Background: an optimization exercise with open tools, aiming at small area and a short achievable clock period. Do not read the settings as production practice. No run shown here included a check of the RTL's function; only the layout flow was run. No activity file was given, so power comes from the tool's default toggle rates.

==> flow/run.sh <==
#!/bin/bash
# synth_recipe.tcl (not shown) runs the flow's synth.tcl, then flattens the netlist and writes it again
# the make line also repeats each setting of config.mk as NAME=value (left out here)
make -C /OpenROAD-flow-scripts/flow DESIGN_CONFIG=/design/flow/config.mk WORK_HOME=/design/flow/orfs CLKGATE_MAP_FILE= SYNTH_SCRIPT=/design/flow/synth_recipe.tcl finish
==> flow/config.mk <==
export PLATFORM = sky130hd
export DESIGN_NAME = rgb565_pixel_alu_top
export DESIGN_NICKNAME = rgb565_pixel_alu_top
export VERILOG_FILES = /design/flow/design.v
export SDC_FILE = /design/flow/constraint.sdc
export NUM_CORES = 4
export LEC_CHECK = 0
export CAP_MARGIN = 20
export CORE_MARGIN = 2
export CORE_UTILIZATION = 40
export SETUP_SLACK_MARGIN = 3.3
export SLEW_MARGIN = 20
==> flow/constraint.sdc <==
create_clock -name core_clock -period 6.3 [get_ports {clk}]
set_input_delay 1.2600 -clock core_clock [delete_from_list [all_inputs] [get_ports {clk}]]
set_output_delay 1.2600 -clock core_clock [all_outputs]
set_load 0.01 [all_outputs]
==> flow/design.v <==
`timescale 1ns / 1ps
package rpa_pkg;
	localparam logic [2:0] OP_LERP  = 3'd0;
	localparam logic [2:0] OP_SCALE = 3'd1;
	localparam logic [2:0] OP_ADD   = 3'd2;
	localparam logic [2:0] OP_SUB   = 3'd3;
	localparam logic [2:0] OP_HALF  = 3'd4;
	localparam logic [2:0] OP_QUANT = 3'd5;
endpackage
`timescale 1ns / 1ps
import rpa_pkg::*;
module rpa_lane_dec #(
	parameter int unsigned Width = 5
) (
	input  logic [2:0]         op,
	input  logic               div,
	input  logic               lerp,
	input  logic [Width-1:0]   chan_a,
	input  logic [Width-1:0]   chan_b,
	input  logic               wide_w,
	input  logic [2:0]         depth,
	output logic [Width:0]     mul_x,
	output logic [Width-1:0]   base
);
	localparam logic [Width-1:0] ChanMax = '1;
	logic [Width-1:0] quant;
	logic [Width:0]   sum;
	logic [Width-1:0] half;
	logic [Width-1:0] other;
	logic [Width-1:0] quant_d [0:7];
	for (genvar d = 0; d < 8; d++) begin : g_quant
		localparam int Nd = (d == 0) ? 1 : (d > Width) ? Width : d;
		always_comb begin
			quant_d[d] = '0;
			for (int kk = 0; kk < (1 << Nd); kk++) begin
				if ((chan_a >> (Width - Nd)) == Width'(kk)) begin
					quant_d[d] = Width'((kk * (2 ** Width - 1)) / ((1 << Nd) - 1));
				end
			end
		end
	end
	assign quant = quant_d[depth];
	assign sum  = {1'b0, chan_a} + {1'b0, chan_b};
	assign half = Width'(chan_a[Width-1:1]) + Width'(chan_b[Width-1:1]);
	always_comb begin
		case (op)
			OP_LERP:  other = wide_w ? chan_b : chan_a;
			OP_ADD:   other = sum[Width] ? ChanMax : sum[Width-1:0];
			OP_SUB:   other = (chan_a > chan_b) ? (chan_a - chan_b) : '0;
			OP_HALF:  other = half;
			OP_QUANT: other = quant;
			default:  other = chan_a;
		endcase
	end
	always_comb begin
		if (div) begin
			mul_x = {1'b0, chan_a};
		end else if (lerp) begin
			mul_x = {1'b0, chan_b} - {1'b0, chan_a};
		end else begin
			mul_x = '0;
		end
	end
	assign base = div ? '0 : other;
endmodule
module rpa_lane #(
	parameter int unsigned Width = 5
) (
	input  logic             clk,
	input  logic [Width:0]   mul_x,
	input  logic [Width-1:0] base,
	input  logic [15:0]      mul_y,
	input  logic [15:0]      den_b,
	input  logic [111:0]     den_k,
	input  logic [6:0]       div_k,
	output logic [Width-1:0] chan_out
);
	localparam int unsigned N  = Width + 16;
	localparam int unsigned NR = Width + 2;
	localparam logic [Width-1:0] ChanMax = '1;
	function automatic int rows_at(int level);
		int c;
		c = NR;
		for (int i = 0; i < level; i++) begin
			c = 2 * (c / 3) + c % 3;
		end
		rows_at = c;
	endfunction
	function automatic int levels(int rows);
		int l;
		int c;
		l = 0;
		c = rows;
		for (int i = 0; i < 8; i++) begin
			if (c > 2) begin
				c = 2 * (c / 3) + c % 3;
				l = l + 1;
			end
		end
		levels = l;
	endfunction
	localparam int unsigned NL = levels(NR);
	logic [(NL+1)*NR*N-1:0] lv;
	logic [N-1:0]           s_r, c_r;
	for (genvar i = 0; i < Width; i++) begin : g_pp
		assign lv[i*N +: N] = mul_x[i] ? (N'(mul_y) << i) : '0;
	end
	assign lv[Width*N +: N]     = mul_x[Width] ? ~(N'(mul_y) << Width) : '0;
	assign lv[(Width+1)*N +: N] = (N'(base) << 8) | N'(mul_x[Width]);
	for (genvar l = 0; l < NL; l++) begin : g_lvl
		localparam int C = rows_at(l);
		localparam int G = C / 3;
		for (genvar g = 0; g < G; g++) begin : g_csa
			logic [N-1:0] x, y, z;
			assign x = lv[(l*NR + 3*g)*N +: N];
			assign y = lv[(l*NR + 3*g + 1)*N +: N];
			assign z = lv[(l*NR + 3*g + 2)*N +: N];
			assign lv[((l+1)*NR + 2*g)*N +: N]     = x ^ y ^ z;
			assign lv[((l+1)*NR + 2*g + 1)*N +: N] = ((x & y) | (x & z) | (y & z)) << 1;
		end
		for (genvar r = 3 * G; r < C; r++) begin : g_pass
			assign lv[((l+1)*NR + 2*G + r - 3*G)*N +: N] = lv[(l*NR + r)*N +: N];
		end
	end
	always_ff @(posedge clk) begin
		s_r <= lv[(NL*NR)*N +: N];
		c_r <= lv[(NL*NR + 1)*N +: N];
	end
	logic [N:0] z_ovf;
	logic [N-1:0] st [0:Width];
	logic         ovf [0:Width];
	assign z_ovf = {1'b0, s_r} + {1'b0, c_r} - {1'b0, N'(den_b) << Width};
	always_ff @(posedge clk) begin
		st[0]  <= s_r + c_r;
		ovf[0] <= !z_ovf[N];
	end
	for (genvar j = 1; j <= Width; j++) begin : g_step
		localparam int K = j;
		logic [15:0]      t;
		logic [Width-1:0] lq;
		logic [17:0]      diff;
		logic             hit;
		logic [N-1:0]     nxt;
		assign t    = st[j-1][N-1:Width];
		assign lq   = st[j-1][Width-1:0];
		assign diff = {1'b0, t, lq[Width-1]} - {2'b0, den_k[16*K +: 16]};
		assign hit  = !diff[17];
		assign nxt  = {hit ? diff[15:0] : {t[14:0], lq[Width-1]}, lq[Width-2:0], hit};
		if (j < Width) begin : g_reg
			always_ff @(posedge clk) begin
				st[j]  <= nxt;
				ovf[j] <= ovf[j-1];
			end
		end else begin : g_last
			logic [Width-1:0] res;
			always_comb begin
				if (!div_k[K]) begin
					res = nxt[2*Width+7:Width+8];
				end else if (ovf[j-1]) begin
					res = ChanMax;
				end else begin
					res = nxt[Width-1:0];
				end
			end
			if (K < 6) begin : g_hold
				always_ff @(posedge clk) begin
					chan_out <= res;
				end
			end else begin : g_out
				assign chan_out = res;
			end
		end
	end
endmodule
`timescale 1ns / 1ps
import rpa_pkg::*;
module rpa_merge #(
	parameter int unsigned Depth = 8
) (
	input  logic        clk,
	input  logic        arst_n,
	input  logic        valid,
	input  logic [15:0] color,
	input  logic        out_ready,
	output logic        out_valid,
	output logic [15:0] color_out,
	output logic        accept_ok
);
	localparam int unsigned AW = $clog2(Depth);
	logic [15:0]   mem [0:Depth-1];
	logic [AW-1:0] wr_ptr;
	logic [AW-1:0] rd_ptr;
	logic [AW:0]   count;
	logic          out_free;
	logic          fifo_empty;
	logic          pop;
	logic          push;
	assign accept_ok  = !out_valid || out_ready;
	assign out_free   = accept_ok;
	assign fifo_empty = (count == '0);
	assign pop        = out_free && !fifo_empty;
	assign push       = valid && !(out_free && fifo_empty);
	always_ff @(posedge clk or negedge arst_n) begin
		if (!arst_n) begin
			wr_ptr    <= '0;
			rd_ptr    <= '0;
			count     <= '0;
			out_valid <= 1'b0;
		end else begin
			if (push) begin
				wr_ptr <= wr_ptr + 1'b1;
			end
			if (pop) begin
				rd_ptr <= rd_ptr + 1'b1;
			end
			count <= count + (AW+1)'(push) - (AW+1)'(pop);
			if (out_free) begin
				out_valid <= valid || !fifo_empty;
			end
		end
	end
	always_ff @(posedge clk) begin
		if (out_free) begin
			color_out <= fifo_empty ? color : mem[rd_ptr];
		end
	end
	for (genvar i = 0; i < Depth; i++) begin : g_mem
		always_ff @(posedge clk) begin
			if (push && wr_ptr == AW'(i)) begin
				mem[i] <= color;
			end
		end
	end
endmodule
`timescale 1ns / 1ps
import rpa_pkg::*;
module rgb565_pixel_alu_top (
	input  logic        clk,
	input  logic        arst_n,
	input  logic        in_valid,
	output logic        in_ready,
	input  logic [2:0]  in_op,
	input  logic [15:0] in_color_a,
	input  logic [15:0] in_color_b,
	input  logic [8:0]  in_weight,
	input  logic [15:0] in_scale_num,
	input  logic [15:0] in_scale_den,
	input  logic [2:0]  in_red_depth,
	input  logic [2:0]  in_green_depth,
	input  logic [2:0]  in_blue_depth,
	output logic        out_valid,
	input  logic        out_ready,
	output logic [15:0] out_color
);
	logic        accept_ok;
	logic        div_c;
	logic        lerp_c;
	logic [15:0] y_c;
	logic [5:0]  xr_c, xb_c;
	logic [6:0]  xg_c;
	logic [4:0]  br_c, bb_c;
	logic [5:0]  bg_c;
	logic        valid_d;
	logic        div_d;
	logic [15:0] y_d;
	logic [15:0] den_d;
	logic [5:0]  xr_d, xb_d;
	logic [6:0]  xg_d;
	logic [4:0]  br_d, bb_d;
	logic [5:0]  bg_d;
	logic        valid_a;
	logic        div_a;
	logic [15:0] den_a;
	logic [6:0]   valid_k;
	logic [6:0]   div_k;
	logic [111:0] den_k;
	logic [4:0]  red, blue;
	logic [5:0]  green;
	assign in_ready = accept_ok;
	assign div_c  = (in_op == OP_SCALE) && (in_scale_den != 16'd0);
	assign lerp_c = (in_op == OP_LERP) && !in_weight[8];
	assign y_c    = (in_op == OP_SCALE) ? in_scale_num : {8'd0, in_weight[7:0]};
	rpa_lane_dec #(.Width(5)) u_dec_r (
		.op(in_op), .div(div_c), .lerp(lerp_c),
		.chan_a(in_color_a[15:11]), .chan_b(in_color_b[15:11]),
		.wide_w(in_weight[8]), .depth(in_red_depth), .mul_x(xr_c), .base(br_c));
	rpa_lane_dec #(.Width(6)) u_dec_g (
		.op(in_op), .div(div_c), .lerp(lerp_c),
		.chan_a(in_color_a[10:5]), .chan_b(in_color_b[10:5]),
		.wide_w(in_weight[8]), .depth(in_green_depth), .mul_x(xg_c), .base(bg_c));
	rpa_lane_dec #(.Width(5)) u_dec_b (
		.op(in_op), .div(div_c), .lerp(lerp_c),
		.chan_a(in_color_a[4:0]), .chan_b(in_color_b[4:0]),
		.wide_w(in_weight[8]), .depth(in_blue_depth), .mul_x(xb_c), .base(bb_c));
	always_ff @(posedge clk or negedge arst_n) begin
		if (!arst_n) begin
			valid_d <= 1'b0;
			valid_a <= 1'b0;
			valid_k <= '0;
		end else begin
			valid_d <= in_valid && accept_ok;
			valid_a <= valid_d;
			valid_k <= {valid_k[5:1], valid_a, 1'b0};
		end
	end
	always_ff @(posedge clk) begin
		div_d <= div_c;
		y_d   <= y_c;
		den_d <= in_scale_den;
		xr_d  <= xr_c;
		xg_d  <= xg_c;
		xb_d  <= xb_c;
		br_d  <= br_c;
		bg_d  <= bg_c;
		bb_d  <= bb_c;
		div_a <= div_d;
		den_a <= div_d ? den_d : 16'hFFFF;
		div_k <= {div_k[5:1], div_a, 1'b0};
		den_k <= {den_k[95:16], den_a, 16'd0};
	end
	rpa_lane #(.Width(5)) u_lane_r (
		.clk(clk), .mul_x(xr_d), .base(br_d), .mul_y(y_d),
		.den_b(den_a), .den_k(den_k), .div_k(div_k), .chan_out(red));
	rpa_lane #(.Width(6)) u_lane_g (
		.clk(clk), .mul_x(xg_d), .base(bg_d), .mul_y(y_d),
		.den_b(den_a), .den_k(den_k), .div_k(div_k), .chan_out(green));
	rpa_lane #(.Width(5)) u_lane_b (
		.clk(clk), .mul_x(xb_d), .base(bb_d), .mul_y(y_d),
		.den_b(den_a), .den_k(den_k), .div_k(div_k), .chan_out(blue));
	rpa_merge #(.Depth(8)) u_merge (
		.clk      (clk),
		.arst_n   (arst_n),
		.valid    (valid_k[6]),
		.color    ({red, green, blue}),
		.out_ready(out_ready),
		.out_valid(out_valid),
		.color_out(out_color),
		.accept_ok(accept_ok)
	);
endmodule
==> results of run 1 <==
-- layer usage --
layer / up-vias / global-route usage
met2: 610 / 0.339
met3: 180 / 0.0246
met1: 16700 / 0.243
met4: 0 / 0.0495
met5: - / 0
li1: 17000 / -
-- final cells by class --
type | instances | area [um^2] | share of cell area
clock inverter | 47 | 633 | 0.0109
inverter | 697 | 2650 | 0.0456
antenna | 1 | 2.50 | 0.0000431
multi-input combinational | 3289 | 29500 | 0.508
sequential | 840 | 18500 | 0.318
timing repair buffer | 245 | 2190 | 0.0377
clock buffer | 123 | 2560 | 0.0441
tap | 1637 | 2050 | 0.0353
-- repair_timing --
item | 4_1_cts | 5_1_grt
endpoints found under the setup margin | 438 | 380
gates resized for setup | 190 | 222
setup buffers | 24 | 81
pin swaps | 24 | 70
cloned | 4 | 9
-- through the flow --
stage,setup slack [ps],total power [mW],instance area (um^2),util
finish,3200,17.3,58100,0.470
global route,3150,18.3,58100,0.470
CTS,3070,17.3,56600,0.458
detailed placement,2040,11.5,52600,0.426
global placement,2080,11.4,52600,0.426
floorplan,3290,10.1,49800,-
-- critical path, cell delays in order --
cell and delay [ps]:
dlygate4sd2_1 270, nand2b_4 180, clkbuf_2 130
-- path summary, 6_finish.rpt --
path / end / start / cells after the start / slack (ps)
min in group asynchronous: u_merge.rd_ptr[2]$_DFFE_PN0P_ / arst_n / 1 / 1060
worst min register to register: u_lane_g.ovf[2]$_DFF_P_ / u_lane_g.ovf[1]$_DFF_P_ / 0 / 280
max in group asynchronous: u_merge.out_valid$_DFFE_PN0N_ / arst_n / 1 / 4640
worst max register to register: u_lane_g.st[0][20]$_DFF_P_ / u_lane_g.c_r[2]$_DFF_P_ / 12 / 3290
worst min-delay path: u_lane_g.ovf[2]$_DFF_P_ / u_lane_g.ovf[1]$_DFF_P_ / 0 / 280
worst max-delay path: in_ready / out_ready / 3 / 3200
-- cells in the final DEF (no fill, tap or decap), types with 23 or more instances in the layout --
| master | count |
|---|---|
| a21o_1 | 57 |
| a21oi_1 | 206 |
| a21oi_2 | 35 |
| a31oi_1 | 23 |
| and2_1 | 261 |
| buf_4 | 113 |
| clkbuf_16 | 93 |
| clkdlybuf4s50_1 | 76 |
| dfxtp_1 | 633 |
| dfxtp_4 | 29 |
| edfxtp_1 | 144 |
| fa_1 | 283 |
| ha_1 | 498 |
| inv_1 | 673 |
| mux2_1 | 165 |
| mux2_2 | 30 |
| mux2i_1 | 35 |
| nand2_1 | 217 |
| nand2b_1 | 84 |
| nand3_1 | 56 |
| nor2_1 | 237 |
| nor2b_1 | 67 |
| nor3_1 | 107 |
| o21a_1 | 56 |
| o21ai_0 | 127 |
| o21ai_1 | 57 |
| o21ai_2 | 37 |
| or3_1 | 29 |
| xnor2_1 | 199 |
| xor2_1 | 65 |
-- cells by family after synthesis --
kind of cell             share of synthesized area
flip-flops                                   0.370
AND/OR/NAND/NOR                              0.120
buffers and inverters                       0.0618
multiplexers                                0.0530
adder cells (fa/ha/maj)                      0.245
AO/OA/AOI/OAI                                0.103
XOR/XNOR                                    0.0471
-- where the power goes --
group	internal [mW]	switching (mW)	leakage, nW	total (mW)
combinational	2.08	2.55	18.7	4.63
sequential	6.48	0.616	7.15	7.10
clock	3.29	2.29	1.54	5.59
-- state kept, by name (all words and copies together) (netlist names), 16 cells and up --
name / cells
u_merge.color_out: 16
u_lane_g.c_r: 20
den_k: 96
u_lane_b.s_r: 21
u_lane_b.st: 105
u_lane_r.c_r: 19
den_a: 16
u_lane_r.s_r: 21
u_lane_g.st: 132
den_d: 16
u_lane_b.c_r: 19
u_merge.mem: 128
u_lane_g.s_r: 22
y_d: 16
u_lane_r.st: 105
==> metrics.md, run 1 <==
| Metric | Value |
|---|---|
| Status | complete, no violations |
| RSZ-0062 raised after global routing | true |
| Synth unique cells | slightly below 80 |
| Initial Utilization | 0.402 |
| Worst EP required | 5040 ps |
| Sink Count | 840 |
| Post-synth ARST share | 0.0226 |
| Main synth FF type | dfxtp_1 |
| Area grow syn2layout | 17.0% |
| Detailed Place HPWL | a little over 90000 um |
| Hold Path Class | flop to flop |
| Rel. slew slack | 0.297 |
| Top Layer Used | met4 |
| IO buf count | 106 |
| Hold buffers post-CTS | 0 |
| Largest net degree at the start of global routing | 34 |
| Iteration-0 DRC Markers | between 1500 and 2000 |
| Vias in the first global route | around 36000 |
| Hold Vio Cnt, Final | 0 |
| Wire length per cell | 18.0 um |
| Sequential area share after synthesis | 0.370 |
| Metal3 WL | 4450 um |
| DRT antenna net count | 0 |
| Post-synth top cells | dfxtp_1, inv_1, ha_1 |
| Clock buffer count from CTS | 93 |
| Cell Rows | roughly 130 |
| Hold WS | 282 ps |
| # IOs | 107 |
| Leakage Power | ~27 nW |
| Share of cells above drive strength 1 | 0.115 |
| CP endpoint kind | primary output |
| Slew @ Worst Pin | around 1100 ps |
| Number of flops mapped to enable cells by yosys | between 100 and 150 |
| Die ar. | 127000 um^2 |
| PD cells | 298 nW/um^2 |
| Endpoints failing setup | 0 |
| Nets | 6055 |
| Inst Count DP | 6590 |
| Syn. warnings | 13 |
| MaxCap Viol Count | 0 |
| Chip width | around 360 um |
| Core Box Area | 123000 um^2 |
| Synth top area cells | dfxtp_1, ha_1, fa_1 |
| WS Path Type | input pin to primary output |
| DR WL met2 | approximately 61000 um |
| Fin crit share | 0.492 |
| First-pass GRT wire length | about 190000 um |
| Syn_area_per_cell | 10.1 um^2 |
| GRT Util Overall | 0.190 |
| Root buf cell | clkbuf_16 |
| VDD IR max | 255 uV |
| Min Tclk post-route | 3100 ps |
| Router iterations before antenna repair | 6 |
| Number of non-filler instances in the completed layout | 6879 |
| TritonCTS clock tree | done |
| Crit path DAT | 1840 ps |
| Top cell type's share of synthesized area | 0.273 |
| Post-route DRC violation count | 0 |
| Sum of negative setup slack | 0 ps |
| Fin. max-slew vios | 0 |
| Mapped cell area | 49600 um^2 |
| Synthesized flop and latch total | 840 |
| Via density | ~5 |
| GPL Wtd Cong | 0.831 |
| H-tree Lvls | 3 |
| Startpoint types | input pin |
| Grt ovf | 0 |
| Max Freq | 322 MHz |
| Clk buf depth | 3 |
| Worst Clk Skew | 49.3 ps |
| Fillers | 11500 |
| Routed WL | 124000 um |
| Synth Instances | 4931 |
| Crit-path max FO | 2 |
| Clock transition at path regs | ~60 ps |
| Initial antenna violation count | 0 |
| Metal-1 WL | 54800 um |
| Syn Nets | 5820 |
| Post-synth top area cell | dfxtp_1 |
| Die Y | 356 um |
| Clock latency at the later pin of the worst-skew pair | 700 ps |
| Via count | 34500 |
==> inputs of run 2 (changes only) <==
--- a/flow/design.v
+++ b/flow/design.v
@@ -25,2 +25,4 @@
 	localparam logic [Width-1:0] ChanMax = '1;
+	logic [2:0]       n_c;
+	logic [Width-1:0] kept;
 	logic [Width-1:0] quant;
@@ -29,10 +31,15 @@
 	logic [Width-1:0] other;
-	logic [Width-1:0] quant_d [0:7];
-	for (genvar d = 0; d < 8; d++) begin : g_quant
-		localparam int Nd = (d == 0) ? 1 : (d > Width) ? Width : d;
-		always_comb begin
-			quant_d[d] = '0;
-			for (int kk = 0; kk < (1 << Nd); kk++) begin
-				if ((chan_a >> (Width - Nd)) == Width'(kk)) begin
-					quant_d[d] = Width'((kk * (2 ** Width - 1)) / ((1 << Nd) - 1));
+	always_comb begin
+		n_c = depth;
+		if (depth == 3'd0) begin
+			n_c = 3'd1;
+		end else if (depth > 3'(Width)) begin
+			n_c = 3'(Width);
+		end
+		kept = chan_a >> (3'(Width) - n_c);
+		quant = '0;
+		for (int nn = 1; nn <= Width; nn++) begin
+			for (int kk = 0; kk < (1 << nn); kk++) begin
+				if (n_c == 3'(nn) && kept == Width'(kk)) begin
+					quant = Width'((kk * (2 ** Width - 1)) / ((1 << nn) - 1));
 				end
@@ -41,3 +48,2 @@
 	end
-	assign quant = quant_d[depth];
 	assign sum  = {1'b0, chan_a} + {1'b0, chan_b};
@@ -177,3 +183,3 @@
 module rpa_merge #(
-	parameter int unsigned Depth = 8
+	parameter int unsigned Depth = 9
 ) (
@@ -189,15 +195,9 @@
 	localparam int unsigned AW = $clog2(Depth);
-	logic [15:0]   mem [0:Depth-1];
+	logic [15:0] mem [0:Depth-1];
 	logic [AW-1:0] wr_ptr;
 	logic [AW-1:0] rd_ptr;
-	logic [AW:0]   count;
-	logic          out_free;
-	logic          fifo_empty;
-	logic          pop;
-	logic          push;
-	assign accept_ok  = !out_valid || out_ready;
-	assign out_free   = accept_ok;
-	assign fifo_empty = (count == '0);
-	assign pop        = out_free && !fifo_empty;
-	assign push       = valid && !(out_free && fifo_empty);
+	logic          take;
+	assign take      = out_valid && out_ready;
+	assign accept_ok = !out_valid || out_ready;
+	assign color_out = mem[rd_ptr];
 	always_ff @(posedge clk or negedge arst_n) begin
@@ -206,14 +206,14 @@
 			rd_ptr    <= '0;
-			count     <= '0;
 			out_valid <= 1'b0;
 		end else begin
-			if (push) begin
-				wr_ptr <= wr_ptr + 1'b1;
+			if (valid) begin
+				wr_ptr <= (wr_ptr == AW'(Depth - 1)) ? '0 : wr_ptr + 1'b1;
 			end
-			if (pop) begin
-				rd_ptr <= rd_ptr + 1'b1;
+			if (take) begin
+				rd_ptr <= (rd_ptr == AW'(Depth - 1)) ? '0 : rd_ptr + 1'b1;
 			end
-			count <= count + (AW+1)'(push) - (AW+1)'(pop);
-			if (out_free) begin
-				out_valid <= valid || !fifo_empty;
+			if (valid) begin
+				out_valid <= 1'b1;
+			end else if (take) begin
+				out_valid <= ((rd_ptr == AW'(Depth - 1)) ? '0 : rd_ptr + 1'b1) != wr_ptr;
 			end
@@ -221,10 +221,5 @@
 	end
-	always_ff @(posedge clk) begin
-		if (out_free) begin
-			color_out <= fifo_empty ? color : mem[rd_ptr];
-		end
-	end
 	for (genvar i = 0; i < Depth; i++) begin : g_mem
 		always_ff @(posedge clk) begin
-			if (push && wr_ptr == AW'(i)) begin
+			if (valid && wr_ptr == AW'(i)) begin
 				mem[i] <= color;
@@ -329,3 +324,3 @@
 		.den_b(den_a), .den_k(den_k), .div_k(div_k), .chan_out(blue));
-	rpa_merge #(.Depth(8)) u_merge (
+	rpa_merge #(.Depth(9)) u_merge (
 		.clk      (clk),
--- a/flow/config.mk
+++ b/flow/config.mk
@@ -10,3 +10,3 @@
 export CORE_UTILIZATION = 40
-export SETUP_SLACK_MARGIN = 3.3
+export SETUP_SLACK_MARGIN = 3.2
 export SLEW_MARGIN = 20
==> metrics.md, run 2 <==
| Metric | Value |
|---|---|
| Status | complete, no violations |
| Crit-path max FO | 7 (+5) |
| Startpoint types | flop |
| Largest net degree at the start of global routing | 32 (-5.9%) |
| # IOs | 107 (unchanged) |
| Iteration-0 DRC Markers | 1971 (+17%) |
| Wire length per cell | 19.5 um (+8.3%) |
| IO buf count | 106 (unchanged) |
| Count leader, synth | inv_1 |
| Clk buf depth | 3 (unchanged) |
| Sink Count | 838 (-0.24%) |
| Endpoints failing setup | 0 (unchanged) |
| Met1 Use GR | 0.249 (+0.00604) |
| Min Tclk post-route | 3760 ps (+659 ps) |
| Synth Instances | 5208 (+5.6%) |
| Share of power burned in the clock network | 0.318 (-0.005) |
| Int Pwr | 11.8 mW (-0.39%) |
| Main synth FF type | dfxtp_1 |
| Clock transition at path regs | 70 ps (about the same) |
| Initial Utilization | 0.403 (+0.00140) |
| Post-route DRC violation count | 0 (unchanged) |
| Depth of the most critical reg-to-reg path | 12 (unchanged) |
| Post-synth top cells | inv_1, dfxtp_1, ha_1 |
| TritonCTS clock tree | done |
| Slew @ Worst Pin | 1070 ps (+10.2 ps) |
| Largest regs | u_merge.mem x144, u_lane_g.st x132 |
| Post-synth ARST share | 0.0203 (-0.00233) |
| Reg2reg start | den_k[36]$_DFF_P_ |
| CP endpoint kind | primary output |
| Hold Path Class | flop to flop |
| Area grow syn2layout | 18.4% |
| Sw Pwr | 5.57 mW (+2.1%) |
| Synthesized flop and latch total | 838 (-0.24%) |
| Syn Nets | 6094 (+4.7%) |
| Initial antenna violation count | 4 (+4) |
| Diodes inserted | 0 (-1) |
| Commonest non-fill, non-tap cell in the layout | inv_1 |
| Seq pwr share | 0.400 (-0.010) |
| Mapped cell area | 51600 um^2 (+3.9%) |
| Sw Ratio | 0.320 (+0.00528) |
| Hold buffers post-CTS | 0 (unchanged) |
| Top cell type's share of synthesized area | 0.263 (-0.0103) |
| Sum of negative setup slack | 0 ps (unchanged) |
| DRT antenna net count | 0 (unchanged) |
| VDD IR max | 243 uV (-4.6%) |
| Synth top area cells | dfxtp_1, ha_1, fa_1 |
| Routed WL | 140000 um (+13%) |
| Cell Rows | 131 (+1.6%) |
| Root buf cell | clkbuf_16 |
| Share of cells above drive strength 1 | 0.168 (+0.0523) |
| Worst EP required | 5040 ps (about the same) |
| PD cells | 285 nW/um^2 (-4.5%) |
| Via count | 37900 (+9.9%) |
| H-tree Lvls | 3 (unchanged) |
| Die ar. | 132000 um^2 (+3.9%) |
| RR Endpoint | u_lane_r.st[2][11]$_DFF_P_ |
| Largest reg by FF count | u_merge.mem |
| Vias in the first global route | 39100 (+9.8%) |
| RSZ-0062 raised after global routing | true |
| Clock buffer count from CTS | 91 (-2.2%) |
| Detailed Place HPWL | 105000 um (+14%) |
| Finished layout cell area | 61100 um^2 (+5.2%) |
| Hold Vio Cnt, Final | 0 (unchanged) |
| Hold Startpoint | u_lane_r.ovf[1]$_DFF_P_ |
| Fin. max-slew vios | 0 (unchanged) |
| GPL Wtd Cong | 0.893 (+7.4%) |
| Most frequent cells in the layout | inv_1, dfxtp_1, ha_1, fa_1, nor2_1 |
| Worst Hold Path EP | u_lane_r.ovf[2]$_DFF_P_ |
| Internal reg-to-reg setup slack | 3210 ps (-80 ps) |
| Met3 Usage GRT | 0.0246 (about the same) |
| Largest register FFs | 144 (+9.1%) |
| Syn_area_per_cell | 9.90 um^2 (-1.6%) |
| Die Y | 363 um (+1.9%) |
| Hold depth | 0 (unchanged) |
| Rel. slew slack | 0.288 (-0.00913) |
| Max Freq | 266 MHz (-18%) |
| Nets | 6353 (+4.9%) |
| Via density | 5.25 (+4.9%) |
| Chip width | 363 um (+1.9%) |
| Sequential area share after synthesis | 0.355 (-0.0149) |
| DP Worst Slack | 1060 ps (-973 ps) |
| Core Box Area | 128000 um^2 (+3.5%) |
| Busiest grt layer | met2 |
| Fillers | 11900 (+3.4%) |
| Crit path DAT | 2500 ps (+660 ps) |
| Fin crit share | 0.597 (+0.105) |
| WS Path Type | flop to primary output |
| Number of flops mapped to enable cells by yosys | 144 (unchanged) |
| Combinational power share | 0.281 (+0.014) |
| Synth unique cells | 91 (+17%) |
| First-pass GRT wire length | 216000 um (+13%) |
| GRT Util Overall | 0.209 (+0.0184) |
| Router iterations before antenna repair | 6 (unchanged) |
| Grt ovf | 0 (unchanged) |
| Syn. warnings | 11 (-2) |
| Placed inst area | 54800 um^2 (+4.3%) |
| GR met2 Demand/Resource | 0.377 (+0.0383) |
| Post-synth top area cell | dfxtp_1 |
| Final worst slack | 2540 ps (-659 ps) |
| Clock latency at the later pin of the worst-skew pair | 690 ps (about the same) |
| MaxCap Viol Count | 0 (unchanged) |
| Worst Clk Skew | 37.2 ps (-12.1 ps) |
| Leakage Power | 28.1 nW (+2.7%) |
run 2: logic make-up after synthesis:
group           synth area share
xor+xnor                  0.0413
flops                      0.355
buf+inv                   0.0632
simple gates               0.130
compound gates             0.132
mux                       0.0443
fa+ha+maj                  0.235
run 2: timing repair:
action | CTS | global route
gates resized for setup | 482 | 208
setup buffers | 119 | 33
gates cloned | 6 | 3
pin swaps | 103 | 80
setup endpoints to repair | 402 | 294
run 2: area by class of cell:
type,instances,area (um^2),share of cell area
clock inverters,48,596,0.00975
repair buffers,302,2610,0.0428
flip-flops and latches,838,18400,0.301
multi-input cells,3508,32000,0.524
well taps,1662,2080,0.0341
inverters,726,2770,0.0453
clock buffers,123,2610,0.0427
run 2: worst max-delay path by stage:
stage / start / endpoint / slack [ps] / depth (start not counted)
final: u_merge.rd_ptr[0]$_DFFE_PN0P_ / out_color[2] / 2540 / 9
after global routing: u_merge.rd_ptr[0]$_DFFE_PN0P_ / out_color[2] / 2430 / 9
after CTS: u_merge.rd_ptr[0]$_DFFE_PN0P_ / out_color[2] / 2470 / 9
after floorplan: in_green_depth[2] / bg_d[0]$_SDFF_PP0_ / 2370 / 14
after detailed placement: in_green_depth[1] / bg_d[0]$_SDFF_PP0_ / 1060 / 12
after global placement: in_green_depth[2] / bg_d[0]$_SDFF_PP0_ / 1000 / 12
run 2: power by group through the flow:
| stage | registers [mW] | clock network, mW | logic (mW) |
|---|---|---|---|
| finish | 6.96 | 5.53 | 4.89 |
| CTS | 6.96 | 5.67 | 4.73 |
| global route | 7.05 | 5.88 | 5.40 |
| detailed placement | 7.06 | 0 | 4.41 |
| global placement | 7.04 | 0 | 4.35 |
| floorplan | 6.72 | 0 | 3.20 |
run 2: stage by stage:
stage / hold WS [ps] / cells / power [mW] / utilization
2_1_floorplan: 310 / 5208 / 9.92 / -
3_3_place_gp: 312 / 6874 / 11.4 / 0.429
3_5_place_dp: 312 / 6874 / 11.5 / 0.429
4_1_cts: 301 / 7170 / 17.4 / 0.470
5_1_grt: 304 / 7207 / 18.3 / 0.478
6_report: 299 / 7207 / 17.4 / 0.478
run 2: worst max-delay path, cell delays in order (launching register included):
cell and delay [ps]:
dfrtp_2 420, inv_4 60, ha_4 160, a2111o_1 410, o21ai_4 180, buf_6 170
buf_6 110, nand2_2 40, nand4_1 100, buf_2 150
run 2: per-layer routing:
layer / share of wire / wire length (um)
met2: 0.50 / 69900
met3: 0.031 / 4410
met1: 0.42 / 59200
met5: 0.00019 / 27
met4: 0.048 / 6680
==> inputs of run 3 (changes only) <==
--- a/flow/config.mk
+++ b/flow/config.mk
@@ -10,3 +10,3 @@
 export CORE_UTILIZATION = 40
-export SETUP_SLACK_MARGIN = 3.2
+export SETUP_SLACK_MARGIN = 2.5
 export SLEW_MARGIN = 20
==> metrics.md, run 3 <==
| Metric | Value |
|---|---|
| Clock transition at path regs | 60 ps (about the same) |
| Finished layout cell area | 58400 um^2 (-4.3%) |
| Crit path DAT | 2660 ps (+160 ps) |
| Fin. max-slew vios | 0 (unchanged) |
| Synthesized flop and latch total | 838 (unchanged) |
| Synth unique cells | 91 (unchanged) |
| Fin crit share | 0.622 (+0.0250) |
| VDD IR max | 238 uV (-2.3%) |
| Synth Instances | 5208 (unchanged) |
| First-pass GRT wire length | 212000 um (-1.9%) |
| Largest reg by FF count | u_merge.mem |
| Endpoints failing setup | 0 (unchanged) |
| Worst Clk Skew | 42.1 ps (+4.92 ps) |
| Sink Count | 838 (unchanged) |
| Rel. slew slack | 0.281 (-0.00643) |
| Iteration-0 DRC Markers | 2180 (+11%) |
| Sum of negative setup slack | 0 ps (unchanged) |
| Number of flops mapped to enable cells by yosys | 144 (unchanged) |
| Max Freq | 255 MHz (-4.0%) |
| Worst EP required | 5040 ps (about the same) |
| Wire length per cell | 19.1 um (-2.1%) |
| Fillers | 12100 (+1.6%) |
| Syn Nets | 6094 (unchanged) |
| RSZ-0062 raised after global routing | true |
| Hold Vio Cnt, Final | 0 (unchanged) |
| Top cell type's share of synthesized area | 0.263 (unchanged) |
| Area grow syn2layout | 13.3% |
| Hold depth | 0 (unchanged) |
| Largest regs | u_merge.mem x144, u_lane_g.st x132 |
| Share of cells above drive strength 1 | 0.103 (-0.0647) |
| Core Box Area | 128000 um^2 (unchanged) |
| Chip width | 363 um (unchanged) |
| Main synth FF type | dfxtp_1 |
| Vias in the first global route | 38500 (-1.4%) |
| IO buf count | 106 (unchanged) |
| Startpoint types | flop |
| Post-synth ARST share | 0.0203 (unchanged) |
| Initial antenna violation count | 3 (-1) |
| Most frequent cells in the layout | inv_1, dfxtp_1, ha_1, fa_1, nor2_1 |
| Routed WL | 135000 um (-3.8%) |
| Slew @ Worst Pin | 1070 ps (+9.61 ps) |
| PD cells | 292 nW/um^2 (+2.5%) |
| Placed inst area | 54600 um^2 (-0.38%) |
| Depth of the most critical reg-to-reg path | 9 (-3) |
| Cell Rows | 131 (unchanged) |
| TritonCTS clock tree | done |
| Post-layout util | 0.457 (-0.0205) |
| Die Y | 363 um (unchanged) |
| DP Worst Slack | 1130 ps (+63.2 ps) |
| Die ar. | 132000 um^2 (unchanged) |
| Sequential area share after synthesis | 0.355 (unchanged) |
| Status | complete, no violations |
| Via density | 5.23 (-0.49%) |
| Clock buffer count from CTS | 90 (-1.1%) |
| DRT antenna net count | 0 (unchanged) |
| Nets | 6232 (-1.9%) |
| Via count | 37000 (-2.2%) |
| Grt ovf | 0 (unchanged) |
| Hold WS | 292 ps (-7.07 ps) |
| Synth top area cells | dfxtp_1, ha_1, fa_1 |
| Clk buf depth | 3 (unchanged) |
| WS Path Type | flop to primary output |
| Commonest non-fill, non-tap cell in the layout | inv_1 |
| Syn. warnings | 11 (unchanged) |
| Clock latency at the later pin of the worst-skew pair | 660 ps (-30 ps) |
| Detailed Place HPWL | 105000 um (-0.39%) |
| Root buf cell | clkbuf_16 |
| Mapped cell area | 51600 um^2 (unchanged) |
| H-tree Lvls | 3 (unchanged) |
| Final worst slack | 2380 ps (-158 ps) |
| Post-synth top area cell | dfxtp_1 |
| Post-synth top cells | inv_1, dfxtp_1, ha_1 |
| Syn_area_per_cell | 9.90 um^2 (unchanged) |
| Post-route DRC violation count | 0 (unchanged) |
| Crit-path max FO | 5 (-2) |
| Router iterations before antenna repair | 5 (-1) |
| Initial Utilization | 0.403 (unchanged) |
| Min Tclk post-route | 3920 ps (+158 ps) |
| Leakage Power | 27.0 nW (-4.0%) |
| CP endpoint kind | primary output |
| Largest net degree at the start of global routing | 33 (+3.1%) |
| GRT Util Overall | 0.204 (-0.00498) |
| Largest register FFs | 144 (unchanged) |
| Count leader, synth | inv_1 |
| Hold Path Class | flop to flop |
| MaxCap Viol Count | 0 (unchanged) |
| # IOs | 107 (unchanged) |
| GPL Wtd Cong | 0.899 (+0.64%) |
-- run 3: cell counts after synthesis --
No cell type changed its count.
-- run 3: kinds of logic after synthesis --
logic type,synth area share
compound gates,0.132
simple gates,0.130
mux,0.0443
flops,0.355
xor+xnor,0.0413
fa+ha+maj,0.235
buf+inv,0.0632
-- run 3: path summary, 6_finish.rpt --
kind	startpoint	endpoint	slack [ps]
max reg2reg	den_a[3]$_SDFF_PN1_	u_lane_g.ovf[0]$_DFF_P_	2680
max	u_merge.rd_ptr[1]$_DFFE_PN0P_	out_color[4]	2380
min reg2reg	u_lane_r.ovf[1]$_DFF_P_	u_lane_r.ovf[2]$_DFF_P_	290
min	u_lane_r.ovf[1]$_DFF_P_	u_lane_r.ovf[2]$_DFF_P_	290
max in group asynchronous	arst_n	u_merge.rd_ptr[1]$_DFFE_PN0P_	4740
min in group asynchronous	arst_n	u_merge.rd_ptr[2]$_DFFE_PN0P_	1040
-- run 3: layout make-up --
class | instances | area [um^2] | area share
multi-input combinational | 3508 | 30600 | 0.523
sequential | 838 | 18300 | 0.313
inverter | 726 | 2740 | 0.0469
clock buffer | 127 | 2600 | 0.0445
tap | 1662 | 2080 | 0.0356
timing repair buffer | 182 | 1650 | 0.0282
clock inverter | 37 | 474 | 0.00811
antenna | 1 | 2.50 | 0.0000428
-- run 3: per-stage QoR --
stage	power, mW	instances
2_1_floorplan	9.87	5208
3_3_place_gp	11.4	6879
3_5_place_dp	11.5	6879
4_1_cts	17.1	7072
5_1_grt	18.0	7080
6_report	17.1	7081
-- run 3: power breakdown --
group	internal (mW)	switching (mW)	total [mW]
combinational	2.19	2.50	4.69
sequential	6.33	0.640	6.97
clock	3.19	2.22	5.41
-- run 3: timing repair --
item / 4_1_cts / 5_1_grt
hold buffers: 0 / 0
gates cloned: 1 / 0
hold endpoints to repair: 0 / 0
resized for setup: 144 / 72
pin swaps: 21 / 8
setup buffers: 28 / 6
endpoints found under the setup margin: 59 / 129
-- run 3: per-layer routing --
metal	routed length, um	global-route usage	vias up
met3	4240	0.0233	231
met1	57900	0.246	18000
met2	67500	0.371	719
li1	-	-	18100
met5	0	0	-
met4	5210	0.0753	0
-- run 3: critical path, stage by stage, from the launching register on --
cell and delay (ps):
dfrtp_2 440, inv_4 60, ha_4 160, a2111o_1 450, o21ai_4 160, buf_4 150
buf_12 100, buf_6 90, nand2_2 40, nand4_1 160, buf_2 170

==> what the ideal ports hide <==
No port has a modelled driver above. Below, the same layouts with a new extraction and two added sets of constraints.
Step 1: set_driving_cell puts a clkbuf_16 on clk and a buf_2 on each other input, an assumption about the parent block.
Step 2 adds t to the input delays and takes it off the output delays; t is the mean of the earliest and latest rising clock arrival at the registers after step 1. Input paths then give back, and output paths get back, about the clock's delay inside the block.
Slacks: ideal ports / drivers / drivers and shift; pairs: ideal ports / drivers.
| run | t, ns | setup slack, ns | worst setup path after step 2 | pins driven straight from the clock port |
|---|---|---|---|---|
| run 1 | 0.754 | 3.197 / 3.181 / 2.660 | input to register | 1 |
| run 2 | 0.746 | 2.539 / 2.470 / 2.075 | input to register | 1 |
| run 3 | 0.718 | 2.381 / 2.307 / 1.836 | input to register | 1 |
After both steps setup and hold are still met in every run listed. The setup slack of run 3, which loses most, moves by -0.074 ns with the drivers and by -0.545 ns with both steps.
